This design comes from an exercise in tuning for small area on the open sky130 flow, not from production work. Function was checked by simulation only, so behaviour that the tests miss may differ from the original. Power and IR drop assume default switching activity. The flow treats the clock pin as an ideal source, which a real chip does not have.

--- design.v ---
module fitness_collector #(
    parameter int SELF_FIT_LENGTH = 10,
    parameter int POP_SIZE        = 50,
    parameter int IDX_WIDTH       = 6
) (
    input  logic                       clk_i,
    input  logic                       rst_n,
    input  logic                       start_i,
    input  logic                       fit_valid_i,
    input  logic [SELF_FIT_LENGTH-1:0] fit_energy_i,
    input  logic                       fit_bank_i,
    input  logic                       fit_done_i,
    input  logic                       rd_bank_i,
    input  logic [IDX_WIDTH-1:0]       rd_addr_i,
    output logic [SELF_FIT_LENGTH-1:0] rd_data_ff_o,
    output logic [SELF_FIT_LENGTH-1:0] best_energy_ff_o,
    output logic [IDX_WIDTH-1:0]       best_idx_ff_o,
    output logic                       busy_ff_o,
    output logic                       gen_done_ff_o,
    output logic                       sync_err_ff_o
);
    localparam logic [IDX_WIDTH-1:0] LAST_IDX = IDX_WIDTH'(POP_SIZE - 1);
    typedef enum logic [1:0] {
        IDLE    = 2'd0,
        COLLECT = 2'd1,
        DONE    = 2'd2
    } state_t;
    state_t                     state_ff;
    state_t                     state_nxt;
    logic [IDX_WIDTH-1:0]       wr_ptr_ff;
    logic [SELF_FIT_LENGTH-1:0] mem_ff [2][POP_SIZE];
    logic [SELF_FIT_LENGTH-1:0] rd_word;
    logic accept_start;
    logic accept_valid;
    logic last_valid;
    logic new_best;
    always_comb begin
        accept_start = (state_ff == IDLE) && start_i;
        accept_valid = (state_ff == COLLECT) && fit_valid_i;
        last_valid   = accept_valid && (wr_ptr_ff == LAST_IDX);
        new_best     = fit_energy_i < best_energy_ff_o;
    end
    always_ff @(posedge clk_i or negedge rst_n) begin
        if (!rst_n) begin
            state_ff <= IDLE;
        end else begin
            state_ff <= state_nxt;
        end
    end
    always_comb begin
        state_nxt = state_ff;
        case (state_ff)
            IDLE: begin
                if (accept_start) begin
                    state_nxt = COLLECT;
                end
            end
            COLLECT: begin
                if (last_valid) begin
                    state_nxt = DONE;
                end
            end
            DONE: begin
                state_nxt = IDLE;
            end
            default: begin
                state_nxt = IDLE;
            end
        endcase
    end
    always_ff @(posedge clk_i or negedge rst_n) begin
        if (!rst_n) begin
            busy_ff_o     <= 1'b0;
            gen_done_ff_o <= 1'b0;
        end else begin
            busy_ff_o     <= (state_nxt == COLLECT);
            gen_done_ff_o <= (state_nxt == DONE);
        end
    end
    always_ff @(posedge clk_i or negedge rst_n) begin
        if (!rst_n) begin
            wr_ptr_ff <= '0;
        end else if (accept_start) begin
            wr_ptr_ff <= '0;
        end else if (accept_valid && !last_valid) begin
            wr_ptr_ff <= wr_ptr_ff + IDX_WIDTH'(1);
        end
    end
    always_ff @(posedge clk_i or negedge rst_n) begin
        if (!rst_n) begin
            best_energy_ff_o <= '0;
            best_idx_ff_o    <= '0;
        end else if (accept_start) begin
            best_energy_ff_o <= '1;
            best_idx_ff_o    <= '0;
        end else if (accept_valid && new_best) begin
            best_energy_ff_o <= fit_energy_i;
            best_idx_ff_o    <= wr_ptr_ff;
        end
    end
    always_ff @(posedge clk_i or negedge rst_n) begin
        if (!rst_n) begin
            for (int b = 0; b < 2; b++) begin
                for (int i = 0; i < POP_SIZE; i++) begin
                    mem_ff[b][i] <= '0;
                end
            end
        end else if (accept_valid) begin
            for (int i = 0; i < POP_SIZE; i++) begin
                if (wr_ptr_ff == IDX_WIDTH'(i)) begin
                    mem_ff[fit_bank_i][i] <= fit_energy_i;
                end
            end
        end
    end
    always_comb begin
        rd_word = '0;
        for (int i = 0; i < POP_SIZE; i++) begin
            if (rd_addr_i == IDX_WIDTH'(i)) begin
                rd_word = mem_ff[rd_bank_i][i];
            end
        end
    end
    always_ff @(posedge clk_i or negedge rst_n) begin
        if (!rst_n) begin
            rd_data_ff_o <= '0;
        end else begin
            rd_data_ff_o <= rd_word;
        end
    end
    logic sync_err_set;
    always_comb begin
        sync_err_set = (fit_valid_i && (state_ff != COLLECT))
                     || (accept_valid && fit_done_i && (wr_ptr_ff != LAST_IDX))
                     || (last_valid && !fit_done_i);
    end
    always_ff @(posedge clk_i or negedge rst_n) begin
        if (!rst_n) begin
            sync_err_ff_o <= 1'b0;
        end else if (sync_err_set) begin
            sync_err_ff_o <= 1'b1;
        end else if (accept_start) begin
            sync_err_ff_o <= 1'b0;
        end
    end
endmodule
--- run.sh ---
#!/bin/bash
# synth_recipe.tcl (not shown) runs the flow's synth.tcl, then flattens the netlist and writes it again
# the make line also repeats each setting of config.mk as NAME=value (left out here)
make -C /OpenROAD-flow-scripts/flow DESIGN_CONFIG=/design/flow/config.mk WORK_HOME=/design/flow/orfs CLKGATE_MAP_FILE= SYNTH_SCRIPT=/design/flow/synth_recipe.tcl finish
--- config.mk ---
export PLATFORM = sky130hd
export DESIGN_NAME = fitness_collector
export DESIGN_NICKNAME = fitness_collector
export VERILOG_FILES = /design/flow/design.v
export SDC_FILE = /design/flow/constraint.sdc
export NUM_CORES = 4
export LEC_CHECK = 0
export CAP_MARGIN = 20
export CORE_MARGIN = 2
export CORE_UTILIZATION = 40
export SLEW_MARGIN = 20
--- constraint.sdc ---
create_clock -name core_clock -period 5.0 [get_ports {clk_i}]
set_input_delay 1.0000 -clock core_clock [delete_from_list [all_inputs] [get_ports {clk_i}]]
set_output_delay 1.0000 -clock core_clock [all_outputs]
set_load 0.01 [all_outputs]
==> Flow_metrics.wiki, run 1 <==
{| class="wikitable"
! Metric !! Value
|-
| Mapped Nets || 3944
|-
| Maximum achievable frequency || 243.1 MHz
|-
| TritonCTS Buffers || 110
|-
| Post-place instance area || 52690 µm²
|-
| Worst reg2reg path depth || 4
|-
| Post-Route WL || 158.2 mm
|-
| CP Data Arrival Time || 4.72 ns
|-
| Critical-path cell with the highest stage delay || sky130_fd_sc_hd__clkdlybuf4s50_1
|-
| Final Worst Setup Slack || 0.8857 ns
|-
| Global placement routability congestion || 0.9890
|-
| Period utilisation layout || 0.8229
|-
| Footprint of the multi-input gates || 23080 µm²
|-
| Number of flops mapped to enable cells by yosys || 0
|-
| Endpoint kind of the worst setup timing path || flip-flop
|-
| Die X || 359.2 µm
|-
| Global-route wire length before repair || 233.6 mm
|-
| Final Hold Fails || 0
|-
| R2r endpoint || mem_ff[27][7]
|-
| Worst-path maximum fanout || 15
|-
| Number of top-level design ports || 52
|-
| Total Routing Usage GR || 0.2426
|-
| Setup Viol. Count Final || 0
|-
| Root Buffer || sky130_fd_sc_hd__clkbuf_16
|-
| Post-route setup TNS || 0 ns
|-
| Asr flop ratio synth || 1.000
|-
| Max Clock Skew || 0.03203 ns
|-
| Via density per instance || 5.954
|-
| DR iter-0 viols || 2997
|-
| Fill cell instance count of the final layout || 11450
|-
| Gate count of the mapped netlist || 3908
|-
| Final #Nets || 3937
|-
| RSZ-0062 raised after global routing || no
|-
| Total count of max-transition violations in the final report || 0
|-
| Post-route minimum period || 4.114 ns
|-
| Leakage power || 26.74 nW
|-
| Reg-to-reg setup timing slack || 1.66 ns
|-
| Clock tree from TritonCTS || yes
|-
| Minimum hold slack || 0.3883 ns
|-
| Core region area || 125400 µm²
|-
| Kind of critical path || input pin to flip-flop
|-
| Critical path's most frequent cell || sky130_fd_sc_hd__nand2_1
|-
| Worst-Skew Late Latency || 0.73 ns
|-
| Total area of sequential cells || 25950 µm²
|-
| Congestion Overflow GR || 0
|-
| Average cell area after synthesis || 12.91 µm²
|-
| Overall die height || 359.2 µm
|-
| Clock input transition at the sequential cells of the worst setup and hold paths || 0.07 ns
|-
| Detail-routed net length per standard cell || 28.08 µm
|-
| Crit Reg-Reg Startpoint || wr_ptr_ff[3]
|-
| Hold-fix buffers at CTS || 0
|-
| Fraction of the yosys area taken by sequential cells || 0.5142
|-
| Site Rows || 130
|-
| Count of max-cap constraint violations || 0
|-
| CTS HTree Levels || 3
|-
| Tightest Hold Check Type || input pin to async pin
|-
| Number of cells in the design after placement || 5439
|-
| Count of nets left with antenna violations after detail routing || 0
|-
| Result of the run || complete, no violations
|-
| Proportion of layout cells with a drive suffix above 1 || 0.3765
|-
| Max-slew headroom at the worst pin || 0.2717
|-
| Crit path cell chain || clkdlybuf4s50_1 > buf_4 > and4b_1 > nand2_1 > nand2_1 > a221oi_1 > a2111oi_0 > and3_1 > a22oi_2
|-
| Netlist cell types || 87
|-
| Half-perimeter wire length after detailed placement || 110.9 mm
|-
| Post_cts resized || 0
|-
| Most common flop cell mapped by yosys || sky130_fd_sc_hd__dfrtp_1
|-
| Buffer count from post-CTS setup fixing || 0
|-
| Final instance area || 56280 µm²
|-
| Cell Count, Final, Fillers Out || 5635
|-
| Count of warnings emitted by yosys || 2
|-
| Number of DRC violations after detailed routing || 0
|-
| Ratio of total power to cell area || 461.0 nW/µm²
|-
| Transition time at the pin with the least slew margin || 1.088 ns
|-
| Initial Util || 0.4024
|-
| Total Die Area || 129000 µm²
|-
| Area added between synthesis and finish || 11.51%
|-
| CTS Sinks || 1037
|-
| Bufs on Longest Clock Path || 3
|-
| Largest net degree at the start of global routing || 120
|-
| Port bufs || 51
|-
| Setup crit start kind || input pin
|-
| Synthesized cell area || 50470 µm²
|-
| Antenna violations before repair || 5
|-
| Flop and latch count out of synthesis || 1037
|-
| Worst Setup Slack post-DPL || 0.3404 ns
|-
| Maximum vdd drop || 0.3153 mV
|-
| Via total after detailed routing || 33550
|-
| Maximum single-stage delay on the critical path || 0.83 ns
|-
| Required time at the worst-slack endpoint || 5.61 ns
|-
| Length of the first detailed-routing pass in iterations || 8
|-
| Number of global-route vias before repair || 33350
|}
## flip-flops by register name, summed over array words and instances, names as in the netlist, named ones only
signal and flops:
best_idx_ff_o 6, state_ff 2, busy_ff_o 1, rd_data_ff_o 10, gen_done_ff_o 1, wr_ptr_ff 6, mem_ff 937, best_energy_ff_o 10
sync_err_ff_o 1
## cell usage after synthesis, types with 22 or more instances
| cell type | instances | area [µm²] |
|---|---|---|
| sky130_fd_sc_hd__buf_2 | 46 | 230.2 |
| sky130_fd_sc_hd__a211oi_1 | 22 | 165.2 |
| sky130_fd_sc_hd__a2111oi_0 | 27 | 236.5 |
| sky130_fd_sc_hd__mux2_2 | 1117 | 12580 |
| sky130_fd_sc_hd__mux2i_1 | 349 | 3493 |
| sky130_fd_sc_hd__a21oi_1 | 105 | 525.5 |
| sky130_fd_sc_hd__nor3_1 | 22 | 110.1 |
| sky130_fd_sc_hd__clkbuf_1 | 165 | 619.3 |
| sky130_fd_sc_hd__nand3_1 | 83 | 415.4 |
| sky130_fd_sc_hd__nor2_1 | 105 | 394.1 |
| sky130_fd_sc_hd__nor2_2 | 28 | 175.2 |
| sky130_fd_sc_hd__o21ai_0 | 131 | 655.6 |
| sky130_fd_sc_hd__dfrtp_1 | 1037 | 25950 |
| sky130_fd_sc_hd__buf_4 | 45 | 337.8 |
| sky130_fd_sc_hd__o22ai_1 | 32 | 200.2 |
| sky130_fd_sc_hd__nand2_1 | 184 | 690.7 |
## per-layer routing
| layer | global-route usage | vias to the layer above | wire (µm) | share of wire |
|---|---|---|---|---|
| met5 | 0 | - | 0 | 0 |
| li1 | - | 14430 | - | - |
| met3 | 0.04404 | 302 | 9996 | 0.063 |
| met1 | 0.3323 | 17680 | 68610 | 0.43 |
| met2 | 0.3801 | 1143 | 72490 | 0.46 |
| met4 | 0.09837 | 0 | 7149 | 0.045 |
## worst max-delay path, delay by kind of cell
family	cells	cell delay, ns
simple gates	4	1.71
compound gates	3	0.79
buf+inv	2	1.21
## layout make-up
type | count | share of cell area
diodes | 1 | 0.00004447
clock buffers | 166 | 0.05729
clock inverters | 29 | 0.006336
inverters | 14 | 0.0009338
multi-input cells | 2577 | 0.4101
flip-flops and latches | 1037 | 0.4611
well taps | 1650 | 0.03668
repair buffers | 161 | 0.02746
## kinds of logic (layout without fill, tap and decap cells)
kind of cell             Yosys count  after routing  share of synthesized area
multiplexers                    1480           1480                     0.3247
flip-flops                      1037           1037                     0.5142
AND/OR/NAND/NOR                  577            577                    0.05982
AO/OA/AOI/OAI                    500            500                    0.06770
buffers and inverters            294            370                    0.02918
adder cells (fa/ha/maj)           13             13                   0.003223
XOR/XNOR                           7              7                   0.001215
other                              0              1                          0
## worst max-delay path by stage
stage | start | end | slack (ns) | cells past startpoint
floorplan | rd_bank_i | rd_data_ff_o[8] | 2.15 | 10
global placement | rd_addr_i[4] | rd_data_ff_o[6] | 0.38 | 9
detailed placement | rd_addr_i[4] | rd_data_ff_o[6] | 0.34 | 9
CTS | rd_addr_i[4] | rd_data_ff_o[6] | 1.10 | 9
global route | rd_addr_i[4] | rd_data_ff_o[3] | 0.92 | 10
finish | rd_addr_i[4] | rd_data_ff_o[6] | 0.89 | 9
## through the flow
step	util	total power, mW
after floorplan	-	15.53
after global placement	0.4201	17.69
after detailed placement	0.4202	17.88
after CTS	0.4487	26.08
after global routing	0.4487	27.08
final	0.4488	25.94
## cells in the final DEF (no fill, tap or decap), types with 12 or more instances in the layout
cell                              synthesis  final
sky130_fd_sc_hd__mux2_2                1117   1117
sky130_fd_sc_hd__dfrtp_1               1037   1037
sky130_fd_sc_hd__mux2i_1                349    349
sky130_fd_sc_hd__nand2_1                184    184
sky130_fd_sc_hd__o21ai_0                131    131
sky130_fd_sc_hd__clkbuf_16                0    111
sky130_fd_sc_hd__nor2_1                 105    105
sky130_fd_sc_hd__a21oi_1                105    105
sky130_fd_sc_hd__buf_4                   45    101
sky130_fd_sc_hd__nand3_1                 83     83
sky130_fd_sc_hd__clkdlybuf4s50_1          0     38
sky130_fd_sc_hd__o22ai_1                 32     32
sky130_fd_sc_hd__clkbuf_1               165     31
sky130_fd_sc_hd__nor2_2                  28     28
sky130_fd_sc_hd__a2111oi_0               27     27
sky130_fd_sc_hd__clkbuf_8                 0     24
sky130_fd_sc_hd__a211oi_1                22     22
sky130_fd_sc_hd__nor3_1                  22     21
sky130_fd_sc_hd__nor2b_1                 21     20
sky130_fd_sc_hd__a221oi_1                20     20
sky130_fd_sc_hd__o2111ai_1               21     20
sky130_fd_sc_hd__buf_12                   0     18
sky130_fd_sc_hd__o211a_1                 15     15
sky130_fd_sc_hd__and3_1                  15     15
sky130_fd_sc_hd__nand4_1                 15     15
sky130_fd_sc_hd__mux4_2                  14     14
sky130_fd_sc_hd__o22a_1                  14     14
sky130_fd_sc_hd__inv_1                   13     13
sky130_fd_sc_hd__ha_1                    13     13
sky130_fd_sc_hd__nand2b_1                12     12
sky130_fd_sc_hd__o221ai_1                12     12
## where the power goes
part	internal, mW	switching (mW)
clock network	4.70	3.47
registers	10.7	1.27
logic	2.85	2.94
total	18.3	7.68
==> run 2, diff against run 1 <==
==> design.v (replaced) <==
module fitness_collector #(
    parameter int SELF_FIT_LENGTH = 10,
    parameter int POP_SIZE        = 50,
    parameter int IDX_WIDTH       = 6
) (
    input  logic                       clk_i,
    input  logic                       rst_n,
    input  logic                       start_i,
    input  logic                       fit_valid_i,
    input  logic [SELF_FIT_LENGTH-1:0] fit_energy_i,
    input  logic                       fit_bank_i,
    input  logic                       fit_done_i,
    input  logic                       rd_bank_i,
    input  logic [IDX_WIDTH-1:0]       rd_addr_i,
    output logic [SELF_FIT_LENGTH-1:0] rd_data_ff_o,
    output logic [SELF_FIT_LENGTH-1:0] best_energy_ff_o,
    output logic [IDX_WIDTH-1:0]       best_idx_ff_o,
    output logic                       busy_ff_o,
    output logic                       gen_done_ff_o,
    output logic                       sync_err_ff_o
);
    localparam logic [IDX_WIDTH-1:0] LAST_IDX = IDX_WIDTH'(POP_SIZE - 1);
    logic [IDX_WIDTH-1:0]       wr_ptr_ff;
    logic [IDX_WIDTH-1:0]       hw_ff;
    logic [SELF_FIT_LENGTH-1:0] mem0_ff [POP_SIZE];
    logic [SELF_FIT_LENGTH-1:0] mem1_ff [POP_SIZE];
    logic [SELF_FIT_LENGTH-1:0] rd_word;
    logic idle;
    logic accept_start;
    logic accept_valid;
    logic at_last;
    logic last_valid;
    logic first_wr;
    logic wen0, wen1;
    logic [SELF_FIT_LENGTH-1:0] wdat0, wdat1;
    assign idle         = !busy_ff_o && !gen_done_ff_o;
    assign accept_start = idle && start_i;
    assign accept_valid = busy_ff_o && fit_valid_i;
    assign at_last      = (wr_ptr_ff == LAST_IDX);
    assign last_valid   = accept_valid && at_last;
    assign first_wr     = (wr_ptr_ff == hw_ff);
    always_ff @(posedge clk_i or negedge rst_n) begin
        if (!rst_n) begin
            busy_ff_o     <= 1'b0;
            gen_done_ff_o <= 1'b0;
        end else begin
            busy_ff_o     <= accept_start || (busy_ff_o && !last_valid);
            gen_done_ff_o <= last_valid;
        end
    end
    always_ff @(posedge clk_i or negedge rst_n) begin
        if (!rst_n) begin
            wr_ptr_ff <= '0;
        end else if (accept_start) begin
            wr_ptr_ff <= '0;
        end else if (accept_valid && !at_last) begin
            wr_ptr_ff <= wr_ptr_ff + IDX_WIDTH'(1);
        end
    end
    always_ff @(posedge clk_i or negedge rst_n) begin
        if (!rst_n) begin
            hw_ff <= '0;
        end else if (accept_valid && first_wr) begin
            hw_ff <= hw_ff + IDX_WIDTH'(1);
        end
    end
    always_ff @(posedge clk_i or negedge rst_n) begin
        if (!rst_n) begin
            best_energy_ff_o <= '0;
            best_idx_ff_o    <= '0;
        end else if (accept_start) begin
            best_energy_ff_o <= '1;
            best_idx_ff_o    <= '0;
        end else if (accept_valid && (fit_energy_i < best_energy_ff_o)) begin
            best_energy_ff_o <= fit_energy_i;
            best_idx_ff_o    <= wr_ptr_ff;
        end
    end
    assign wen0  = accept_valid && (!fit_bank_i || first_wr);
    assign wen1  = accept_valid && ( fit_bank_i || first_wr);
    assign wdat0 = fit_bank_i ? '0 : fit_energy_i;
    assign wdat1 = fit_bank_i ? fit_energy_i : '0;
    always_ff @(posedge clk_i) begin
        for (int i = 0; i < POP_SIZE; i++) begin
            if (wen0 && wr_ptr_ff == IDX_WIDTH'(i)) mem0_ff[i] <= wdat0;
            if (wen1 && wr_ptr_ff == IDX_WIDTH'(i)) mem1_ff[i] <= wdat1;
        end
    end
    always_comb begin
        rd_word = '0;
        for (int i = 0; i < POP_SIZE; i++) begin
            if (rd_addr_i == IDX_WIDTH'(i)) begin
                rd_word = rd_bank_i ? mem1_ff[i] : mem0_ff[i];
            end
        end
        if (!(rd_addr_i < hw_ff)) rd_word = '0;
    end
    always_ff @(posedge clk_i or negedge rst_n) begin
        if (!rst_n) begin
            rd_data_ff_o <= '0;
        end else begin
            rd_data_ff_o <= rd_word;
        end
    end
    logic sync_err_set;
    assign sync_err_set = (fit_valid_i && !busy_ff_o)
                        || (accept_valid && (fit_done_i != at_last));
    always_ff @(posedge clk_i or negedge rst_n) begin
        if (!rst_n) begin
            sync_err_ff_o <= 1'b0;
        end else if (sync_err_set) begin
            sync_err_ff_o <= 1'b1;
        end else if (accept_start) begin
            sync_err_ff_o <= 1'b0;
        end
    end
endmodule
==> Flow_metrics.wiki, run 2 <==
{| class="wikitable"
! Metric !! Value
|-
| Area added between synthesis and finish || 16.32%
|-
| Buffer count from post-CTS setup fixing || 0
|-
| DR iter-0 viols || 3668
|-
| Hold-fix buffers at CTS || 0
|-
| Fraction of the yosys area taken by sequential cells || 0.7039
|-
| Count of warnings emitted by yosys || 3
|-
| Highest-count cells in the layout ignoring fill and taps || 1000 x sky130_fd_sc_hd__edfxtp_1, 308 x sky130_fd_sc_hd__mux2i_1, 219 x sky130_fd_sc_hd__nor2_1
|-
| Asr flop ratio synth || 0.03939
|-
| Transition time at the pin with the least slew margin || 1.108 ns
|-
| Setup Viol. Count Final || 0
|-
| Leakage power || 17.69 nW
|-
| Final instance area || 51320 µm²
|-
| RSZ-0062 raised after global routing || no
|-
| Largest net degree at the start of global routing || 79
|-
| Mapped Nets || 2942
|-
| Number of flops mapped to enable cells by yosys || 1000
|-
| Average cell area after synthesis || 15.21 µm²
|-
| Half-perimeter wire length after detailed placement || 95.27 mm
|-
| Via total after detailed routing || 28230
|-
| Post-Route WL || 147.3 mm
|-
| Endpoint kind of the worst setup timing path || flip-flop
|-
| Synthesized cell area || 44120 µm²
|-
| Final Hold Fails || 0
|-
| Leading cell type in the layout, fill and taps excluded || sky130_fd_sc_hd__edfxtp_1
|-
| Largest area contributor in the netlist || sky130_fd_sc_hd__edfxtp_1
|-
| Required time at the worst-slack endpoint || 5.65 ns
|-
| Core region area || 109200 µm²
|-
| Result of the run || complete, no violations
|-
| Post-layout utilization of the core || 0.4702
|-
| Cell with the most instances after synthesis || sky130_fd_sc_hd__edfxtp_1
|-
| Number of cells in the design after placement || 4496
|-
| Clock tree from TritonCTS || yes
|-
| Length of the first detailed-routing pass in iterations || 6
|-
| Flop and latch count out of synthesis || 1041
|-
| Number of global-route vias before repair || 27770
|-
| Global placement routability congestion || 0.9757
|-
| Max Clock Skew || 0.03970 ns
|-
| Global-route wire length before repair || 206.9 mm
|-
| Total Routing Usage GR || 0.2583
|-
| Crit. Startpoint || rd_addr_i[4]
|-
| Maximum achievable frequency || 228.8 MHz
|-
| Kind of critical path || input pin to flip-flop
|-
| Tightest Hold Check Type || input pin to async pin
|-
| Setup crit start kind || input pin
|-
| Clock input transition at the sequential cells of the worst setup and hold paths || 0.07 ns
|-
| Number of DRC violations after detailed routing || 0
|-
| Total Die Area || 113000 µm²
|-
| Count of max-cap constraint violations || 0
|-
| Most numerous cell types in the synthesized netlist || 1000 x sky130_fd_sc_hd__edfxtp_1, 308 x sky130_fd_sc_hd__mux2i_1, 219 x sky130_fd_sc_hd__nor2_1
|-
| Proportion of layout cells with a drive suffix above 1 || 0.1924
|-
| TritonCTS Buffers || 108
|-
| Maximum vdd drop || 0.2856 mV
|-
| Cell Count, Final, Fillers Out || 4699
|-
| Worst-path maximum fanout || 26
|-
| CP Data Arrival Time || 5.02 ns
|-
| Number of top-level design ports || 52
|-
| Most common flop cell mapped by yosys || sky130_fd_sc_hd__edfxtp_1
|-
| Congestion Overflow GR || 0
|-
| Via density per instance || 6.007
|-
| Initial Util || 0.4042
|-
| Ratio of total power to cell area || 399.3 nW/µm²
|-
| Gate count of the mapped netlist || 2900
|-
| Post_cts resized || 0
|-
| Max-slew headroom at the worst pin || 0.2419
|-
| Final #Nets || 3173
|-
| Crit Reg-Reg Startpoint || wr_ptr_ff[2]
|-
| Die X || 336.1 µm
|-
| Antenna violations before repair || 5
|-
| Count of nets left with antenna violations after detail routing || 0
|-
| Top cells by area in the synthesized netlist || sky130_fd_sc_hd__edfxtp_1 68%, sky130_fd_sc_hd__mux2i_1 7.0%, sky130_fd_sc_hd__mux2_2 3.5%
|-
| Root Buffer || sky130_fd_sc_hd__clkbuf_16
|-
| Site Rows || 121
|-
| Period utilisation layout || 0.8740
|-
| Overall die height || 336.1 µm
|-
| Port bufs || 51
|-
| Fraction of synthesized cell area taken by the top area cell type || 0.6806
|-
| Post-route setup TNS || 0 ns
|-
| Netlist cell types || 78
|-
| Worst-Skew Late Latency || 0.71 ns
|-
| Total count of max-transition violations in the final report || 0
|-
| CTS HTree Levels || 3
|-
| CTS Sinks || 1041
|-
| Largest regs || mem0_ff x500, mem1_ff x500
|-
| Post-place instance area || 47610 µm²
|-
| Detail-routed net length per standard cell || 31.35 µm
|-
| Antenna Diode Count || 0
|-
| Minimum hold slack || 0.4185 ns
|-
| Post-route minimum period || 4.370 ns
|-
| Bufs on Longest Clock Path || 3
|}
==> run 2: stage by stage <==
step                total power, mW  worst slack [ns]
floorplan                     11.18             1.582
global placement              12.20            0.1842
detailed placement            12.24            0.1054
CTS                           20.51            0.8209
global route                  21.01            0.6305
finish                        20.49            0.6302
==> run 2: layout make-up <==
class / count / area [µm²]
flip-flops and latches: 1041 / 31050
fillers: 9390 / 57840
clock buffers: 129 / 2883
inverters: 27 / 101.3
clock inverters: 73 / 810.8
repair buffers: 278 / 2430
well taps: 1476 / 1847
multi-input cells: 1675 / 12190
==> run 2: kinds of logic (layout without fill, tap and decap cells) <==
kind of cell    count (synthesis)  in the layout  synth area share
simple gates                  546            546           0.06143
fa+ha+maj                      19             19          0.005388
mux                           445            445            0.1051
compound gates                647            647           0.09864
xor+xnor                       18             18          0.003573
buf+inv                       184            507           0.02198
flops                        1041           1041            0.7039
==> run 2: path summary, 6_finish.rpt <==
path                                    to  slack [ns]  cells past startpoint
min in group core_clock      sync_err_ff_o        0.49                      1
min reg2reg                  sync_err_ff_o        0.49                      1
max                        rd_data_ff_o[8]        0.63                     13
max in group asynchronous         hw_ff[4]        4.09                      2
max reg2reg                 mem0_ff[38][9]        1.74                      7
min                        rd_data_ff_o[2]        0.42                      2
==> run 2: worst max-delay path: stages <==
cell,delay [ns]
sky130_fd_sc_hd__clkdlybuf4s50_1,0.61
sky130_fd_sc_hd__buf_12,0.24
sky130_fd_sc_hd__nand4bb_1,0.37
sky130_fd_sc_hd__a211oi_1,0.42
sky130_fd_sc_hd__a211oi_1,0.09
sky130_fd_sc_hd__a2111oi_0,0.83
sky130_fd_sc_hd__buf_4,0.25
sky130_fd_sc_hd__nand2_1,0.06
sky130_fd_sc_hd__a31oi_1,0.20
sky130_fd_sc_hd__buf_4,0.17
sky130_fd_sc_hd__o2111ai_1,0.14
sky130_fd_sc_hd__a21oi_1,0.43
sky130_fd_sc_hd__buf_4,0.20
==> run 2: metal layers <==
metal | up-vias | GRT usage | wire, µm
met1 | 14490 | 0.3609 | 61270
met2 | 1545 | 0.4118 | 68460
li1 | 11910 | - | -
met3 | 284 | 0.04170 | 12510
met4 | 2 | 0.08616 | 5069
met5 | - | 0 | 12
==> run 2: power by group <==
part / internal (mW) / switching, mW / leakage (nW)
clock network: 4.90 / 3.48 / 1.79
registers: 9.81 / 0.179 / 9.64
logic: 0.699 / 1.42 / 6.26
==> run 3, diff against run 2 <==
--- a/design.v
+++ b/design.v
@@ -22,5 +22,5 @@
     localparam logic [IDX_WIDTH-1:0] LAST_IDX = IDX_WIDTH'(POP_SIZE - 1);
     logic [IDX_WIDTH-1:0]       wr_ptr_ff;
-    logic [IDX_WIDTH-1:0]       hw_ff;
+    logic                       full_ff;
     logic [SELF_FIT_LENGTH-1:0] mem0_ff [POP_SIZE];
     logic [SELF_FIT_LENGTH-1:0] mem1_ff [POP_SIZE];
@@ -39,5 +39,5 @@
     assign at_last      = (wr_ptr_ff == LAST_IDX);
     assign last_valid   = accept_valid && at_last;
-    assign first_wr     = (wr_ptr_ff == hw_ff);
+    assign first_wr     = !full_ff;
     always_ff @(posedge clk_i or negedge rst_n) begin
         if (!rst_n) begin
@@ -60,7 +60,7 @@
     always_ff @(posedge clk_i or negedge rst_n) begin
         if (!rst_n) begin
-            hw_ff <= '0;
-        end else if (accept_valid && first_wr) begin
-            hw_ff <= hw_ff + IDX_WIDTH'(1);
+            full_ff <= 1'b0;
+        end else if (last_valid) begin
+            full_ff <= 1'b1;
         end
     end
@@ -79,6 +79,6 @@
     assign wen0  = accept_valid && (!fit_bank_i || first_wr);
     assign wen1  = accept_valid && ( fit_bank_i || first_wr);
-    assign wdat0 = fit_bank_i ? '0 : fit_energy_i;
-    assign wdat1 = fit_bank_i ? fit_energy_i : '0;
+    assign wdat0 = fit_bank_i ? '1 : ~fit_energy_i;
+    assign wdat1 = fit_bank_i ? ~fit_energy_i : '1;
     always_ff @(posedge clk_i) begin
         for (int i = 0; i < POP_SIZE; i++) begin
@@ -87,12 +87,26 @@
         end
     end
+    logic [POP_SIZE-1:0]        sel0_n, sel1_n;
+    logic [SELF_FIT_LENGTH-1:0] pair [POP_SIZE];
+    logic [SELF_FIT_LENGTH-1:0] rd_or;
     always_comb begin
-        rd_word = '0;
         for (int i = 0; i < POP_SIZE; i++) begin
-            if (rd_addr_i == IDX_WIDTH'(i)) begin
-                rd_word = rd_bank_i ? mem1_ff[i] : mem0_ff[i];
-            end
+            sel0_n[i] = !(!rd_bank_i && (rd_addr_i == IDX_WIDTH'(i)));
+            sel1_n[i] = !( rd_bank_i && (rd_addr_i == IDX_WIDTH'(i)));
         end
-        if (!(rd_addr_i < hw_ff)) rd_word = '0;
+    end
+    for (genvar i = 0; i < POP_SIZE; i++) begin : g_pair
+        for (genvar k = 0; k < SELF_FIT_LENGTH; k++) begin : g_bit
+            fc_rd_pair u_pair (
+                .a_n_i(mem0_ff[i][k]), .sa_n_i(sel0_n[i]),
+                .b_n_i(mem1_ff[i][k]), .sb_n_i(sel1_n[i]),
+                .y_o(pair[i][k])
+            );
+        end
+    end
+    always_comb begin
+        rd_or = '0;
+        for (int i = 0; i < POP_SIZE; i++) rd_or = rd_or | pair[i];
+        rd_word = (full_ff || (rd_addr_i < wr_ptr_ff)) ? rd_or : '0;
     end
     always_ff @(posedge clk_i or negedge rst_n) begin
@@ -116,2 +130,11 @@
     end
 endmodule
+module fc_rd_pair (
+    input  logic a_n_i,
+    input  logic sa_n_i,
+    input  logic b_n_i,
+    input  logic sb_n_i,
+    output logic y_o
+);
+    assign y_o = ~((a_n_i | sa_n_i) & (b_n_i | sb_n_i));
+endmodule
--- a/config.mk
+++ b/config.mk
@@ -10,2 +10,4 @@
 export CORE_UTILIZATION = 40
 export SLEW_MARGIN = 20
+export SYNTH_HIERARCHICAL = 1
+export SYNTH_MINIMUM_KEEP_SIZE = 0
==> Flow_metrics.wiki, run 3 <==
{| class="wikitable"
! Metric !! Value
|-
| Result of the run || complete, no violations
|-
| Asr flop ratio synth || 0.03475
|-
| Post-layout utilization of the core || 0.4758
|-
| Post-place instance area || 40480 µm²
|-
| Buffer count from post-CTS setup fixing || 0
|-
| Port bufs || 51
|-
| Final #Nets || 2469
|-
| Count of warnings emitted by yosys || 12
|-
| Number of top-level design ports || 52
|-
| Crit path cell chain || clkdlybuf4s50_1 > and3b_1 > nand2_1 > o22ai_1 > nor4_1 > buf_4 > nand4_1 > nor4_1 > a21oi_1
|-
| Minimum hold slack || 0.4939 ns
|-
| Number of flops mapped to enable cells by yosys || 1000
|-
| Final instance area || 43750 µm²
|-
| Critical path's most frequent cell || sky130_fd_sc_hd__nor4_1
|-
| Initial Util || 0.4047
|-
| CP Data Arrival Time || 4.83 ns
|-
| Proportion of layout cells with a drive suffix above 1 || 0.1330
|-
| Post_cts resized || 0
|-
| Antenna Diode Count || 0
|-
| Leading cell type in the layout, fill and taps excluded || sky130_fd_sc_hd__edfxtp_1
|-
| Hold-fix buffers at CTS || 0
|-
| Average cell area after synthesis || 17.37 µm²
|-
| Maximum vdd drop || 0.3093 mV
|-
| Overall die height || 309.0 µm
|-
| Complex-gate fraction of the synthesized area || 0.09180
|-
| Critical-path cell with the highest stage delay || sky130_fd_sc_hd__nor4_1
|-
| Count of max-cap constraint violations || 0
|-
| Ratio of total power to cell area || 440.2 nW/µm²
|-
| Congestion Overflow GR || 0
|-
| Adder and majority cell fraction of the synthesized area || 0.006053
|-
| Required time at the worst-slack endpoint || 5.49 ns
|-
| Number of global-route vias before repair || 22540
|-
| Setup Viol. Count Final || 0
|-
| Final Total Pwr || 19.26 mW
|-
| Count of nets left with antenna violations after detail routing || 0
|-
| Transition time at the pin with the least slew margin || 1.155 ns
|-
| RSZ-0062 raised after global routing || no
|-
| Setup crit start kind || input pin
|-
| Max-slew headroom at the worst pin || 0.2270
|-
| Global placement routability congestion || 0.9161
|-
| Global-route wire length before repair || 161.4 mm
|-
| Leakage power || 13.83 nW
|-
| Post-Route WL || 113.5 mm
|-
| Xor-xnor portion of the synthesized cell area || 0.001177
|-
| Worst-Skew Late Latency || 0.69 ns
|-
| Gate count of the mapped netlist || 2142
|-
| Netlist cell types || 37
|-
| Largest area contributor in the netlist || sky130_fd_sc_hd__edfxtp_1
|-
| Period utilisation layout || 0.8669
|-
| Worst-path maximum fanout || 16
|-
| Fraction of the yosys area taken by sequential cells || 0.8312
|-
| Endpoint kind of the worst setup timing path || flip-flop
|-
| Total Routing Usage GR || 0.2369
|-
| CTS HTree Levels || 3
|-
| Post-route minimum period || 4.335 ns
|-
| Half-perimeter wire length after detailed placement || 72.59 mm
|-
| Cell with the most instances after synthesis || sky130_fd_sc_hd__edfxtp_1
|-
| Main combinational cell family by area after synthesis || compound AO/OA/AOI/OAI gates
|-
| Via density per instance || 6.082
|-
| Highest-count cells in the layout ignoring fill and taps || 1000 x sky130_fd_sc_hd__edfxtp_1, 500 x sky130_fd_sc_hd__o22ai_1, 160 x sky130_fd_sc_hd__buf_4
|-
| Mapped Nets || 2183
|-
| Largest regs || mem0_ff x500, mem1_ff x500
|-
| Clock tree from TritonCTS || yes
|-
| Via total after detailed routing || 22830
|-
| Clock input transition at the sequential cells of the worst setup and hold paths || 0.06 ns
|-
| Portion of netlist area occupied by mux cells || 0.0002690
|-
| Antenna violations before repair || 2
|-
| TritonCTS Buffers || 97
|-
| Area added between synthesis and finish || 17.58%
|-
| Top cells by area in the synthesized netlist || sky130_fd_sc_hd__edfxtp_1 81%, sky130_fd_sc_hd__o22ai_1 8.4%, sky130_fd_sc_hd__dfrtp_1 2.4%
|-
| Maximum single-stage delay on the critical path || 0.86 ns
|-
| Root Buffer || sky130_fd_sc_hd__clkbuf_16
|-
| Synthesized cell area || 37210 µm²
|-
| Kind of critical path || input pin to flip-flop
|-
| Tightest Hold Check Type || input pin to async pin
|-
| Post-route setup TNS || 0 ns
|-
| CTS Sinks || 1036
|-
| Maximum achievable frequency || 230.7 MHz
|-
| Most numerous cell types in the synthesized netlist || 1000 x sky130_fd_sc_hd__edfxtp_1, 501 x sky130_fd_sc_hd__o22ai_1, 135 x sky130_fd_sc_hd__nand2_1
|-
| Bufs on Longest Clock Path || 3
|-
| Core region area || 91940 µm²
|-
| Flop and latch count out of synthesis || 1036
|-
| Total count of max-transition violations in the final report || 0
|-
| Length of the first detailed-routing pass in iterations || 7
|-
| Fraction of synthesized cell area taken by the top area cell type || 0.8070
|-
| Largest net degree at the start of global routing || 51
|-
| Total Die Area || 95480 µm²
|-
| Post-Synth Simple-Gate Area || 0.06473
|-
| Max Clock Skew || 0.03434 ns
|-
| Site Rows || 111
|-
| Detail-routed net length per standard cell || 30.23 µm
|-
| DR iter-0 viols || 3156
|-
| Number of DRC violations after detailed routing || 0
|-
| Die X || 309.0 µm
|-
| Final Hold Fails || 0
|-
| Most common flop cell mapped by yosys || sky130_fd_sc_hd__edfxtp_1
|}
run 3: logic make-up after synthesis:
| logic type | Yosys count |
|---|---|
| muxes | 1 |
| xor gates and xnor gates | 5 |
| adders and majority gates | 18 |
| AOI/OAI and AO/OA | 545 |
| DFF | 1036 |
| buffers and inverters | 43 |
| and+or+nand+nor | 494 |
run 3: Yosys stat by module, one instance, submodules excluded:
| module | area [µm²] | copies in the design | flip-flops and latches |
|---|---|---|---|
| fc_rd_pair | 6.256 | 500 | 0 |
| fitness_collector | 34080 | 1 | 1036 |
run 3: cell type report:
type                    count  area, µm²
fillers                  7777      48190
clock buffers             119       2552
inverters                  17      63.81
repair buffers            213       1742
clock inverters            63      708.2
flip-flops and latches   1036      30930
well taps                1243       1555
multi-input cells        1063       6198
run 3: critical path, delay by kind of cell:
family,cells,cell delay [ns]
simple gates,5,2.52
compound gates,2,0.37
buf+inv,2,0.91
run 3: report_power, final:
part / switching (mW) / internal, mW
Sequential: 0.175 / 9.94
Clock: 3.21 / 4.28
Combinational: 1.19 / 0.464
run 3: final timing paths:
path,start,to,slack (ns),cells past startpoint
worst max register to register,busy_ff_o,mem0_ff[27][4],1.86,5
min in group core_clock,best_idx_ff_o[0],best_idx_ff_o[0],0.52,1
max in group asynchronous,rst_n,rd_data_ff_o[2],3.85,1
worst min register to register,best_idx_ff_o[0],best_idx_ff_o[0],0.52,1
worst min-delay path,rst_n,best_idx_ff_o[0],0.49,1
worst max-delay path,rd_addr_i[5],rd_data_ff_o[0],0.67,9
run 3: per-layer routing:
layer,vias to the layer above,wire length [µm],GRT usage
met2,1404,52630,0.3751
li1,9568,-,-
met3,235,11820,0.04960
met1,11620,43970,0.3205
met5,-,13,0
met4,2,5055,0.09675
run 3: per-stage QoR:
stage                     cells  setup WS (ns)
after detailed placement   3571         0.1414
after CTS                  3753         0.8106
after floorplan            2142          2.075
final                      3754         0.6654
after global routing       3754         0.5499
after global placement     3570        0.03048
==> run 4, diff against run 3 <==
--- a/config.mk
+++ b/config.mk
@@ -8,5 +8,8 @@
 export CAP_MARGIN = 20
 export CORE_MARGIN = 2
-export CORE_UTILIZATION = 40
+export CORE_UTILIZATION = 65
+export CTS_BUF_LIST = sky130_fd_sc_hd__clkbuf_16 sky130_fd_sc_hd__clkbuf_8
+export CTS_CLUSTER_DIAMETER = 80
+export CTS_CLUSTER_SIZE = 30
 export SLEW_MARGIN = 20
 export SYNTH_HIERARCHICAL = 1
==> Flow_metrics.wiki, run 4 <==
{| class="wikitable"
! Metric !! Value
|-
| Clock input transition at the sequential cells of the worst setup and hold paths || 0.11 ns
|-
| Largest area contributor in the netlist || sky130_fd_sc_hd__edfxtp_1
|-
| Die X || 243.3 µm
|-
| Antenna violations before repair || 1
|-
| TritonCTS Buffers || 41
|-
| Asr flop ratio synth || 0.03475
|-
| Worst-path maximum fanout || 16
|-
| R2r endpoint || mem1_ff[28][0]
|-
| Netlist cell types || 37
|-
| Tightest Hold Check Type || input pin to async pin
|-
| Buffer count from post-CTS setup fixing || 0
|-
| Via density per instance || 7.216
|-
| Overall die height || 243.3 µm
|-
| Endpoint kind of the worst setup timing path || flip-flop
|-
| Worst reg2reg path depth || 4
|-
| Number of DRC violations after detailed routing || 0
|-
| Xor-xnor portion of the synthesized cell area || 0.001177
|-
| Core region area || 56500 µm²
|-
| Initial Util || 0.6586
|-
| Reg-to-reg setup timing slack || 1.50 ns
|-
| Worst-Skew Late Latency || 0.65 ns
|-
| Portion of netlist area occupied by mux cells || 0.0002690
|-
| Proportion of layout cells with a drive suffix above 1 || 0.1026
|-
| Bufs on Longest Clock Path || 3
|-
| Via total after detailed routing || 22850
|-
| Highest-count cells in the layout ignoring fill and taps || 1000 x sky130_fd_sc_hd__edfxtp_1, 500 x sky130_fd_sc_hd__o22ai_1, 159 x sky130_fd_sc_hd__buf_4
|-
| Number of flops mapped to enable cells by yosys || 1000
|-
| Leakage power || 13.02 nW
|-
| CP Data Arrival Time || 5.05 ns
|-
| Result of the run || complete, no violations
|-
| Most common flop cell mapped by yosys || sky130_fd_sc_hd__edfxtp_1
|-
| Length of the first detailed-routing pass in iterations || 5
|-
| Final Worst Setup Slack || 0.3843 ns
|-
| Top cells by area in the synthesized netlist || sky130_fd_sc_hd__edfxtp_1 81%, sky130_fd_sc_hd__o22ai_1 8.4%, sky130_fd_sc_hd__dfrtp_1 2.4%
|-
| Count of warnings emitted by yosys || 12
|-
| Maximum achievable frequency || 216.7 MHz
|-
| CTS HTree Levels || 2
|-
| Main combinational cell family by area after synthesis || compound AO/OA/AOI/OAI gates
|-
| Site Rows || 87
|-
| Fill cell instance count of the final layout || 3497
|-
| Largest regs || mem0_ff x500, mem1_ff x500
|-
| Crit Reg-Reg Startpoint || busy_ff_o
|-
| Post-route minimum period || 4.616 ns
|-
| Final instance area || 41200 µm²
|-
| Cell with the most instances after synthesis || sky130_fd_sc_hd__edfxtp_1
|-
| Average cell area after synthesis || 17.37 µm²
|-
| Final #Nets || 2415
|-
| Ratio of total power to cell area || 387.1 nW/µm²
|-
| Port bufs || 51
|-
| Complex-gate fraction of the synthesized area || 0.09180
|-
| Maximum vdd drop || 0.4418 mV
|-
| Root Buffer || sky130_fd_sc_hd__clkbuf_16
|-
| Worst Setup Slack post-DPL || 0.04008 ns
|-
| Required time at the worst-slack endpoint || 5.44 ns
|-
| Area added between synthesis and finish || 10.74%
|-
| Post-Route WL || 109.4 mm
|-
| Number of top-level design ports || 52
|-
| Number of global-route vias before repair || 21690
|-
| Setup Viol. Count Final || 0
|-
| Most numerous cell types in the synthesized netlist || 1000 x sky130_fd_sc_hd__edfxtp_1, 501 x sky130_fd_sc_hd__o22ai_1, 135 x sky130_fd_sc_hd__nand2_1
|-
| Mapped Nets || 2183
|-
| Fraction of synthesized cell area taken by the top area cell type || 0.8070
|-
| Gate count of the mapped netlist || 2142
|-
| Max Clock Skew || 0.05005 ns
|-
| Total Routing Usage GR || 0.3718
|-
| Post-Synth Simple-Gate Area || 0.06473
|-
| Hold-fix buffers at CTS || 0
|-
| Half-perimeter wire length after detailed placement || 68.88 mm
|-
| Count of nets left with antenna violations after detail routing || 0
|-
| Total Die Area || 59180 µm²
|-
| Post-route setup TNS || 0 ns
|-
| DR iter-0 viols || 3914
|-
| Flop and latch count out of synthesis || 1036
|-
| Detail-routed net length per standard cell || 34.54 µm
|-
| Synthesized cell area || 37210 µm²
|-
| Clock tree from TritonCTS || yes
|-
| Setup crit start kind || input pin
|-
| Congestion Overflow GR || 0
|-
| Period utilisation layout || 0.9231
|-
| Global placement routability congestion || 0.9924
|-
| Leading cell type in the layout, fill and taps excluded || sky130_fd_sc_hd__edfxtp_1
|-
| Count of max-cap constraint violations || 0
|-
| Fraction of the yosys area taken by sequential cells || 0.8312
|-
| CTS Sinks || 1036
|-
| Kind of critical path || input pin to flip-flop
|-
| Post-place instance area || 39930 µm²
|-
| Max-slew headroom at the worst pin || 0.2036
|-
| Post_cts resized || 0
|-
| Largest net degree at the start of global routing || 51
|-
| RSZ-0062 raised after global routing || no
|-
| Transition time at the pin with the least slew margin || 1.192 ns
|-
| Final Hold Fails || 0
|-
| Total count of max-transition violations in the final report || 0
|-
| Adder and majority cell fraction of the synthesized area || 0.006053
|-
| Global-route wire length before repair || 154.2 mm
|}
## run 4: cell counts after synthesis
Identical to the previous run, type by type.
## run 4: final cells by class
type | instances | area [µm²] | area share
Inverter | 17 | 63.81 | 0.001549
Sequential cell | 1036 | 30930 | 0.7506
Clock inverter | 30 | 146.4 | 0.003553
Timing Repair Buffer | 215 | 1775 | 0.04309
Tap cell | 756 | 945.9 | 0.02296
Antenna cell | 3 | 7.507 | 0.0001822
Multi-Input combinational cell | 1063 | 6218 | 0.1509
Clock buffer | 46 | 1117 | 0.02712
## run 4: logic make-up (layout without fill, tap and decap cells)
kind of cell,count (synthesis),after routing
DFF,1036,1036
AOI/OAI and AO/OA,545,545
and+or+nand+nor,494,494
buffers and inverters,43,308
adders and majority gates,18,18
xor gates and xnor gates,5,5
muxes,1,1
other,0,3
## run 4: worst max path at each step
| stage | startpoint | cells past startpoint | slack (ns) | end |
|---|---|---|---|---|
| global route | rd_addr_i[5] | 9 | 0.47 | rd_data_ff_o[7] |
| global placement | rd_addr_i[5] | 9 | 0.07 | rd_data_ff_o[6] |
| floorplan | rd_addr_i[5] | 9 | 2.08 | rd_data_ff_o[0] |
| CTS | rd_addr_i[5] | 9 | 0.71 | rd_data_ff_o[6] |
| detailed placement | rd_addr_i[5] | 9 | 0.04 | rd_data_ff_o[6] |
| finish | rd_addr_i[5] | 9 | 0.38 | rd_data_ff_o[6] |
## run 4: power breakdown
| group | switching [mW] | internal, mW | leakage [nW] |
|---|---|---|---|
| Sequential | 0.186 | 9.92 | 9.28 |
| Clock | 2.51 | 1.65 | 0.707 |
| Combinational | 1.21 | 0.474 | 3.03 |
| Total | 3.91 | 12.0 | 13.0 |
## run 4: metrics by stage
step / hold slack [ns] / power [mW] / util / cells
after floorplan: 0.5260 / 10.98 / - / 2142
after detailed placement: 0.5119 / 11.93 / 0.7068 / 3087
final: 0.5163 / 15.95 / 0.7293 / 3166
after global placement: 0.4927 / 11.88 / 0.7059 / 3084
after global routing: 0.5574 / 16.35 / 0.7292 / 3163
after CTS: 0.5163 / 15.91 / 0.7291 / 3163
## run 4: worst max-delay path: stages
cell                              delay (ns)
sky130_fd_sc_hd__clkdlybuf4s50_1        0.56
sky130_fd_sc_hd__buf_4                  0.22
sky130_fd_sc_hd__and3b_1                0.57
sky130_fd_sc_hd__nand2_1                0.56
sky130_fd_sc_hd__o22ai_1                0.16
sky130_fd_sc_hd__nor4_1                 0.59
sky130_fd_sc_hd__nand4_1                0.38
sky130_fd_sc_hd__nor4_1                 0.70
sky130_fd_sc_hd__a21oi_1                0.29
## run 4: modules after synthesis (local to each module, per instance)
module | cell area (µm²) | flip-flops and latches
fitness_collector | 34080 | 1036
fc_rd_pair | 6.256 | 0
## run 4: layer usage
layer,up-vias,track usage,share of wire
li1,9415,-,-
met1,11480,0.5605,0.37
met2,1707,0.5645,0.46
met3,246,0.06246,0.13
met4,0,0.1276,0.040
met5,-,0,0
==> run 5, diff against run 4 <==
--- a/config.mk
+++ b/config.mk
@@ -6,5 +6,5 @@
 export NUM_CORES = 4
 export LEC_CHECK = 0
-export CAP_MARGIN = 20
+export CAP_MARGIN = 0
 export CORE_MARGIN = 2
 export CORE_UTILIZATION = 65
@@ -12,5 +12,6 @@
 export CTS_CLUSTER_DIAMETER = 80
 export CTS_CLUSTER_SIZE = 30
-export SLEW_MARGIN = 20
+export GPL_TIMING_DRIVEN = 0
+export SLEW_MARGIN = 0
 export SYNTH_HIERARCHICAL = 1
 export SYNTH_MINIMUM_KEEP_SIZE = 0
==> Flow_metrics.wiki, run 5 <==
{| class="wikitable"
! Metric !! Value
|-
| Bufs on Longest Clock Path || 3
|-
| Asr flop ratio synth || 0.03475
|-
| TritonCTS Buffers || 41
|-
| Setup crit start kind || input pin
|-
| Top cells by area in the synthesized netlist || sky130_fd_sc_hd__edfxtp_1 81%, sky130_fd_sc_hd__o22ai_1 8.4%, sky130_fd_sc_hd__dfrtp_1 2.4%
|-
| Detail-routed net length per standard cell || 34.59 µm
|-
| Proportion of layout cells with a drive suffix above 1 || 0.04108
|-
| Count of nets left with antenna violations after detail routing || 0
|-
| Via total after detailed routing || 21910
|-
| Required time at the worst-slack endpoint || 5.47 ns
|-
| Leakage power || 12.26 nW
|-
| Top Family by Delay on Critical Path || simple AND/OR/NAND/NOR gates
|-
| Most numerous cell types in the synthesized netlist || 1000 x sky130_fd_sc_hd__edfxtp_1, 501 x sky130_fd_sc_hd__o22ai_1, 135 x sky130_fd_sc_hd__nand2_1
|-
| Most common flop cell mapped by yosys || sky130_fd_sc_hd__edfxtp_1
|-
| Post-layout utilization of the core || 0.7101
|-
| Largest net degree at the start of global routing || 51
|-
| R2r endpoint || mem0_ff[4][9]
|-
| CP Data Arrival Time || 5.57 ns
|-
| Largest area contributor in the netlist || sky130_fd_sc_hd__edfxtp_1
|-
| DR iter-0 viols || 2985
|-
| Length of the first detailed-routing pass in iterations || 6
|-
| Site Rows || 87
|-
| Crit Reg-Reg Startpoint || busy_ff_o
|-
| Hold-fix buffers at CTS || 0
|-
| Gate count of the mapped netlist || 2142
|-
| Period utilisation layout || 1.020
|-
| Worst-path maximum fanout || 10
|-
| Maximum single-stage delay on the critical path || 0.92 ns
|-
| Number of flops mapped to enable cells by yosys || 1000
|-
| Number of top-level design ports || 52
|-
| Congestion Overflow GR || 0
|-
| Fraction of the yosys area taken by sequential cells || 0.8312
|-
| Root Buffer || sky130_fd_sc_hd__clkbuf_16
|-
| Total Die Area || 59180 µm²
|-
| Overall die height || 243.3 µm
|-
| Worst Setup Slack post-DPL || -0.5021 ns
|-
| Average cell area after synthesis || 17.37 µm²
|-
| Total count of max-transition violations in the final report || 0
|-
| Number of DRC violations after detailed routing || 0
|-
| Die X || 243.3 µm
|-
| Post-route setup TNS || -0.2510 ns
|-
| Mapped Nets || 2183
|-
| Final Worst Setup Slack || -0.1009 ns
|-
| Worst-Skew Late Latency || 0.63 ns
|-
| Final Hold Fails || 0
|-
| Clock tree from TritonCTS || yes
|-
| RSZ-0062 raised after global routing || no
|-
| Max Clock Skew || 0.03547 ns
|-
| Maximum achievable frequency || 196.0 MHz
|-
| Failed layout checks || max-capacitance violations, negative setup slack
|-
| Fill cell instance count of the final layout || 3614
|-
| Post-Route WL || 104.5 mm
|-
| Ratio of total power to cell area || 390.7 nW/µm²
|-
| Fraction of synthesized cell area taken by the top area cell type || 0.8070
|-
| CTS Sinks || 1036
|-
| Netlist cell types || 37
|-
| Crit path cell chain || clkdlybuf4s50_1 > clkbuf_1 > nor3_1 > clkbuf_1 > nand2_1 > o22ai_1 > nor4_1 > nand4_1 > nor4_1 > a21oi_1
|-
| Area added between synthesis and finish || 7.811%
|-
| Buffer count from post-CTS setup fixing || 0
|-
| Global placement routability congestion || 0.9115
|-
| Count of max-cap constraint violations || 1
|-
| Worst reg2reg path depth || 5
|-
| Cell with the most instances after synthesis || sky130_fd_sc_hd__edfxtp_1
|-
| Leading cell type in the layout, fill and taps excluded || sky130_fd_sc_hd__edfxtp_1
|-
| Highest-count cells in the layout ignoring fill and taps || 1000 x sky130_fd_sc_hd__edfxtp_1, 501 x sky130_fd_sc_hd__o22ai_1, 132 x sky130_fd_sc_hd__nor2_1
|-
| Final instance area || 40120 µm²
|-
| Result of the run || failed layout checks
|-
| Synthesized cell area || 37210 µm²
|-
| Via density per instance || 7.251
|-
| Cell Count, Final, Fillers Out || 3022
|-
| Number of global-route vias before repair || 20910
|-
| CP Buf/Inv Count || 3
|-
| Count of warnings emitted by yosys || 12
|-
| CTS HTree Levels || 2
|-
| Kind of critical path || input pin to flip-flop
|-
| Tightest Hold Check Type || input pin to async pin
|-
| Initial Util || 0.6586
|-
| Core region area || 56500 µm²
|-
| Clock input transition at the sequential cells of the worst setup and hold paths || 0.11 ns
|-
| Critical path depth in cells || 10
|-
| Post-route minimum period || 5.101 ns
|-
| Half-perimeter wire length after detailed placement || 63.92 mm
|-
| Final #Nets || 2286
|-
| Critical-path cell with the highest stage delay || sky130_fd_sc_hd__nor4_1
|-
| Number of cells in the design after placement || 2958
|-
| Largest regs || mem0_ff x500, mem1_ff x500
|-
| Total Routing Usage GR || 0.3548
|-
| Setup Viol. Count Final || 4
|-
| Post_cts resized || 0
|-
| Max-slew headroom at the worst pin || 0.007391
|-
| Global-route wire length before repair || 147.2 mm
|-
| Endpoint kind of the worst setup timing path || flip-flop
|-
| Maximum vdd drop || 0.3961 mV
|-
| Port bufs || 50
|-
| Flop and latch count out of synthesis || 1036
|-
| Post-place instance area || 38940 µm²
|-
| Reg-to-reg setup timing slack || 1.56 ns
|-
| Transition time at the pin with the least slew margin || 1.478 ns
|-
| Antenna violations before repair || 1
|}
[run 5: metal layers]
metal	GRT usage	up-vias	part of all wire
met5	0	-	0.000096
met4	0.1310	2	0.039
met3	0.07414	186	0.13
met2	0.5365	1510	0.46
met1	0.5222	11080	0.38
li1	-	9138	-
[run 5: layout make-up]
cell class / count / area [µm²] / area share
Sequential cell: 1036 / 30930 / 0.7710
Multi-Input combinational cell: 1063 / 6272 / 0.1564
Clock buffer: 41 / 1026 / 0.02558
Tap cell: 756 / 945.9 / 0.02358
Timing Repair Buffer: 60 / 638.1 / 0.01591
Clock inverter: 21 / 122.6 / 0.003057
Buffer: 26 / 112.6 / 0.002807
Inverter: 17 / 63.81 / 0.001591
Antenna cell: 2 / 5.005 / 0.0001248
[run 5: through the flow]
stage / power [mW] / hold WS, ns
2_1_floorplan: 10.98 / 0.5260
3_3_place_gp: 11.78 / 0.5383
3_5_place_dp: 11.82 / 0.5363
4_1_cts: 15.64 / 0.4779
5_1_grt: 16.05 / 0.5254
6_report: 15.67 / 0.4893
[run 5: kinds of logic after synthesis]
kind of cell	after synthesis	synth area share
DFF	1036	0.8312
buffers and inverters	43	0.004741
adders and majority gates	18	0.006053
and+or+nand+nor	494	0.06473
muxes	1	0.0002690
xor gates and xnor gates	5	0.001177
AOI/OAI and AO/OA	545	0.09180
[run 5: worst max path at each step]
stage	start	to	slack, ns
after detailed placement	rd_addr_i[4]	rd_data_ff_o[8]	-0.50
after CTS	rd_addr_i[4]	rd_data_ff_o[8]	0.14
after floorplan	rd_addr_i[5]	rd_data_ff_o[0]	2.08
after global placement	rd_addr_i[5]	rd_data_ff_o[1]	-0.68
after global routing	rd_addr_i[5]	rd_data_ff_o[4]	0.03
final	rd_addr_i[5]	rd_data_ff_o[1]	-0.10
[run 5: modules after synthesis, one instance, submodules excluded]
module             area [µm²]  times used  cells inside
fitness_collector       34080           1          1642
fc_rd_pair              6.256         500             1
[run 5: report_power, final]
part / switching, mW / internal (mW) / leakage, nW / total (mW)
Combinational: 1.18 / 0.408 / 2.37 / 1.59
Clock: 2.47 / 1.53 / 0.611 / 4.00
Sequential: 0.150 / 9.93 / 9.28 / 10.1
==> run 6, diff against run 5 <==
==> flow/run.sh (new file) <==
#!/bin/bash
# Standard layout with two changes:
#  - clock tree: fewer, larger sink clusters on clkbuf_16/clkbuf_8 and no
#    dummy loads;
#  - port buffers: every input and output port still gets a buffer, but a
#    plain buf_1 instead of the delay cell buffer_ports picks by default.
set -euo pipefail
cat >> config.mk <<'EOF'
export CTS_ARGS = -sink_clustering_enable -repair_clock_nets -sink_clustering_size 30 -sink_clustering_max_diameter 80 -buf_list {sky130_fd_sc_hd__clkbuf_16 sky130_fd_sc_hd__clkbuf_8} -dont_use_dummy_load
export BUFFER_PORTS_ARGS = -buffer_cell sky130_fd_sc_hd__buf_1
EOF
bash standard.sh > standard.log 2>&1
==> standard.sh (new file) <==
#!/bin/bash
# synth_recipe.tcl (not shown) runs the flow's synth.tcl, then flattens the netlist and writes it again
# the make line also repeats each setting of config.mk as NAME=value (left out here)
make -C /OpenROAD-flow-scripts/flow DESIGN_CONFIG=/design/flow/config.mk WORK_HOME=/design/flow/orfs CLKGATE_MAP_FILE= SYNTH_SCRIPT=/design/flow/synth_recipe.tcl "${@:-finish}"
==> config.mk (replaced) <==
export PLATFORM = sky130hd
export DESIGN_NAME = fitness_collector
export DESIGN_NICKNAME = fitness_collector
export VERILOG_FILES = /design/flow/design.v
export SDC_FILE = /design/flow/constraint.sdc
export NUM_CORES = 4
export LEC_CHECK = 0
export CAP_MARGIN = 10
export CORE_MARGIN = 2
export CORE_UTILIZATION = 75
export GPL_TIMING_DRIVEN = 0
export SLEW_MARGIN = 10
export SYNTH_HIERARCHICAL = 1
export SYNTH_MINIMUM_KEEP_SIZE = 0
export CTS_ARGS = -sink_clustering_enable -repair_clock_nets -sink_clustering_size 30 -sink_clustering_max_diameter 80 -buf_list {sky130_fd_sc_hd__clkbuf_16 sky130_fd_sc_hd__clkbuf_8} -dont_use_dummy_load
export BUFFER_PORTS_ARGS = -buffer_cell sky130_fd_sc_hd__buf_1
removed: run.sh
==> Flow_metrics.wiki, run 6 <==
{| class="wikitable"
! Metric !! Value
|-
| Result of the run || complete, no violations
|-
| Number of flops mapped to enable cells by yosys || 1000
|-
| Count of max-cap constraint violations || 0
|-
| Fraction of the yosys area taken by sequential cells || 0.8312
|-
| Critical path's most frequent cell || sky130_fd_sc_hd__clkbuf_1
|-
| Maximum achievable frequency || 209.9 MHz
|-
| Bufs on Longest Clock Path || 3
|-
| Fill cell instance count of the final layout || 2562
|-
| Leading cell type in the layout, fill and taps excluded || sky130_fd_sc_hd__edfxtp_1
|-
| CTS HTree Levels || 2
|-
| Int Pwr || 11.68 mW
|-
| Flop and latch count out of synthesis || 1036
|-
| Mapped Nets || 2183
|-
| DR iter-0 viols || 4084
|-
| Root Buffer || sky130_fd_sc_hd__clkbuf_16
|-
| Die X || 226.7 µm
|-
| Max Clock Skew || 0.05007 ns
|-
| Gate count of the mapped netlist || 2142
|-
| Hold-fix buffers at CTS || 0
|-
| Netlist cell types || 37
|-
| Setup crit start kind || input pin
|-
| Final Hold Fails || 0
|-
| Endpoint kind of the worst setup timing path || flip-flop
|-
| Top cells by area in the synthesized netlist || sky130_fd_sc_hd__edfxtp_1 81%, sky130_fd_sc_hd__o22ai_1 8.4%, sky130_fd_sc_hd__dfrtp_1 2.4%
|-
| Post-Route WL || 101.2 mm
|-
| Most numerous cell types in the synthesized netlist || 1000 x sky130_fd_sc_hd__edfxtp_1, 501 x sky130_fd_sc_hd__o22ai_1, 135 x sky130_fd_sc_hd__nand2_1
|-
| CTS Sinks || 1036
|-
| Post-place instance area || 38470 µm²
|-
| Net Sw Power || 3.654 mW
|-
| Core region area || 48950 µm²
|-
| Count of nets left with antenna violations after detail routing || 0
|-
| Most common flop cell mapped by yosys || sky130_fd_sc_hd__edfxtp_1
|-
| Clock input transition at the sequential cells of the worst setup and hold paths || 0.11 ns
|-
| Cell Count, Final, Fillers Out || 2905
|-
| Worst-path maximum fanout || 10
|-
| Total count of max-transition violations in the final report || 0
|-
| Clk pwr share || 0.246
|-
| Global placement routability congestion || 0.9527
|-
| Max-slew headroom at the worst pin || 0.08277
|-
| Xor-xnor portion of the synthesized cell area || 0.001177
|-
| Asr flop ratio synth || 0.03475
|-
| Kind of critical path || input pin to flip-flop
|-
| Global-route wire length before repair || 141.7 mm
|-
| Half-perimeter wire length after detailed placement || 61.19 mm
|-
| Fraction of synthesized cell area taken by the top area cell type || 0.8070
|-
| Leakage power || 11.99 nW
|-
| Proportion of layout cells with a drive suffix above 1 || 0.03619
|-
| Maximum vdd drop || 0.3379 mV
|-
| Length of the first detailed-routing pass in iterations || 6
|-
| Main combinational cell family by area after synthesis || compound AO/OA/AOI/OAI gates
|-
| Final instance area || 39490 µm²
|-
| Fraction of power spent switching nets || 0.2384
|-
| Total Die Area || 51410 µm²
|-
| Portion of netlist area occupied by mux cells || 0.0002690
|-
| TritonCTS Buffers || 40
|-
| Buffer count from post-CTS setup fixing || 0
|-
| Highest-count cells in the layout ignoring fill and taps || 1000 x sky130_fd_sc_hd__edfxtp_1, 501 x sky130_fd_sc_hd__o22ai_1, 132 x sky130_fd_sc_hd__nor2_1
|-
| Post_cts resized || 0
|-
| Critical-path cell with the highest stage delay || sky130_fd_sc_hd__nor4_1
|-
| Complex-gate fraction of the synthesized area || 0.09180
|-
| Congestion Overflow GR || 0
|-
| Average cell area after synthesis || 17.37 µm²
|-
| Maximum single-stage delay on the critical path || 0.89 ns
|-
| Cell with the most instances after synthesis || sky130_fd_sc_hd__edfxtp_1
|-
| Post-Synth Simple-Gate Area || 0.06473
|-
| Number of top-level design ports || 52
|-
| Via density per instance || 7.734
|-
| Site Rows || 81
|-
| Crit path cell chain || buf_1 > clkbuf_1 > and3b_1 > clkbuf_1 > clkbuf_1 > nand2_1 > o22ai_1 > nor4_1 > nand4_1 > nor2_1 > a21oi_1
|-
| Number of DRC violations after detailed routing || 0
|-
| CP Data Arrival Time || 5.18 ns
|-
| Footprint of the multi-input gates || 6299 µm²
|-
| Part of the total power dissipated in combinational logic || 0.096
|-
| Post-route setup TNS || 0 ns
|-
| Antenna violations before repair || 5
|-
| Period utilisation layout || 0.9530
|-
| Number of cells in the design after placement || 2862
|-
| Total area of sequential cells || 30930 µm²
|-
| Tightest Hold Check Type || input pin to async pin
|-
| Overall die height || 226.7 µm
|-
| Required time at the worst-slack endpoint || 5.42 ns
|-
| Clock tree from TritonCTS || yes
|-
| Adder and majority cell fraction of the synthesized area || 0.006053
|-
| Count of warnings emitted by yosys || 12
|-
| Synthesized cell area || 37210 µm²
|-
| Port bufs || 50
|-
| Via total after detailed routing || 22470
|-
| Sequential group share of total power || 0.657
|-
| Transition time at the pin with the least slew margin || 1.365 ns
|-
| RSZ-0062 raised after global routing || no
|-
| Area added between synthesis and finish || 6.117%
|-
| Largest net degree at the start of global routing || 51
|-
| Worst-Skew Late Latency || 0.62 ns
|-
| Final #Nets || 2281
|-
| Total Routing Usage GR || 0.4000
|-
| Setup Viol. Count Final || 0
|-
| Ratio of total power to cell area || 388.3 nW/µm²
|-
| Largest area contributor in the netlist || sky130_fd_sc_hd__edfxtp_1
|-
| Final Total Pwr || 15.33 mW
|-
| Detail-routed net length per standard cell || 34.84 µm
|-
| Number of global-route vias before repair || 21090
|-
| Initial Util || 0.7601
|-
| Post-route minimum period || 4.765 ns
|-
| Largest regs || mem0_ff x500, mem1_ff x500
|}
-- run 6: changes by cell type in the layout (fill, tap and decap cells not counted), sizes merged --
cell           delta
buf              +45
clkbuf            -1
clkdlybuf4s50    -49
clkinv            -1
clkinvlp          -1
diode             +1
inv              -19
-- run 6: critical path, delay by kind of cell --
family / cells / cell delay, ns
buffers and inverters: 4 / 1.31
AO/OA/AOI/OAI: 2 / 0.34
AND/OR/NAND/NOR: 5 / 2.53
-- run 6: stage by stage --
step,setup WS (ns),hold slack (ns),utilization
floorplan,2.075,0.5260,-
global placement,-0.3642,0.4869,0.7809
detailed placement,-0.06253,0.4946,0.7860
CTS,0.5549,0.4704,0.8064
global route,0.2201,0.5269,0.8065
finish,0.2350,0.4712,0.8066
-- run 6: final timing paths --
path                                  startpoint             endpoint  slack (ns)  depth (start not counted)
max in group asynchronous                  rst_n  best_energy_ff_o[6]        3.99                          1
worst min-delay path                       rst_n     best_idx_ff_o[1]        0.47                          1
min in group core_clock         best_idx_ff_o[4]     best_idx_ff_o[4]        0.52                          1
worst min register to register  best_idx_ff_o[4]     best_idx_ff_o[4]        0.52                          1
worst max register to register         busy_ff_o        mem0_ff[9][2]        1.45                          5
worst max-delay path                rd_addr_i[4]      rd_data_ff_o[7]        0.23                         11
-- run 6: per-layer routing --
metal / up-vias / GRT usage / wire (µm) / part of all wire
met2: 2036 / 0.5966 / 44970 / 0.44
met1: 11010 / 0.5804 / 34700 / 0.34
li1: 9102 / - / - / -
met3: 311 / 0.1074 / 16400 / 0.16
met5: - / 0 / 26 / 0.00026
met4: 6 / 0.1530 / 5131 / 0.051
-- run 6: layout make-up --
class / instances / area share
sequential: 1036 / 0.7833
multi-input combinational: 1063 / 0.1595
clock buffer: 40 / 0.02535
tap: 664 / 0.02104
timing repair buffer: 56 / 0.006116
buffer: 26 / 0.002852
inverter: 17 / 0.001616
antenna: 3 / 0.0001901
-- run 6: logic make-up after synthesis --
family	Yosys count
and+or+nand+nor	494
AOI/OAI and AO/OA	545
muxes	1
buffers and inverters	43
xor gates and xnor gates	5
adders and majority gates	18
DFF	1036
-- run 6: power groups by stage --
stage               sequential, mW  combinational [mW]  clock, mW
floorplan                     10.3               0.717          0
global placement              10.3                1.35          0
detailed placement            10.3                1.41          0
CTS                           10.1                1.42       3.76
global route                  10.1                1.53       4.03
finish                        10.1                1.48       3.78
-- run 6: Yosys stat by module, one instance, submodules excluded --
module | area (µm²) | copies in the design | cells inside | flops+latches
fc_rd_pair | 6.256 | 500 | 1 | 0
fitness_collector | 34080 | 1 | 1642 | 1036

==> separate check: timing with driven ports <==
No port has a modelled driver above. Below, the same layouts with a new extraction and two added sets of constraints.
Step 1 sets driving cells, clkbuf_16 on the clock port and buf_2 on the other inputs (assumed; they add their load-dependent delay and slew).
Step 2 adds t to the input delays and takes it off the output delays; t is the mean of the earliest and latest rising clock arrival at the registers after step 1. Input paths then give back, and output paths get back, about the clock's delay inside the block.
Three values: ideal ports, drivers, drivers and shift; two values: the first two.
run	t (ns)	slack for setup (ns)	worst setup path after step 2	worst register clock-pin slew, ns	pins driven straight from the clock port
run 1	0.794	0.886 / 0.940 / 0.146	input to register	0.07 / 0.07	1
run 2	0.772	0.630 / 0.676 / -0.095	input to register	0.07 / 0.07	1
run 3	0.742	0.665 / 0.680 / -0.062	input to register	0.07 / 0.07	1
run 4	0.688	0.384 / 0.421 / -0.266	input to register	0.11 / 0.11	1
run 5	0.680	-0.101 / -0.073 / -0.753	input to register	0.12 / 0.12	1
run 6	0.653	0.235 / 0.270 / -0.383	input to register	0.11 / 0.11	1
With both steps, setup timing fails in run 2, run 3, run 4 and run 6, where it was met with ideal ports. For run 1, which loses most, drivers alone change the setup slack by +0.054 ns; drivers and shift together by -0.740 ns.
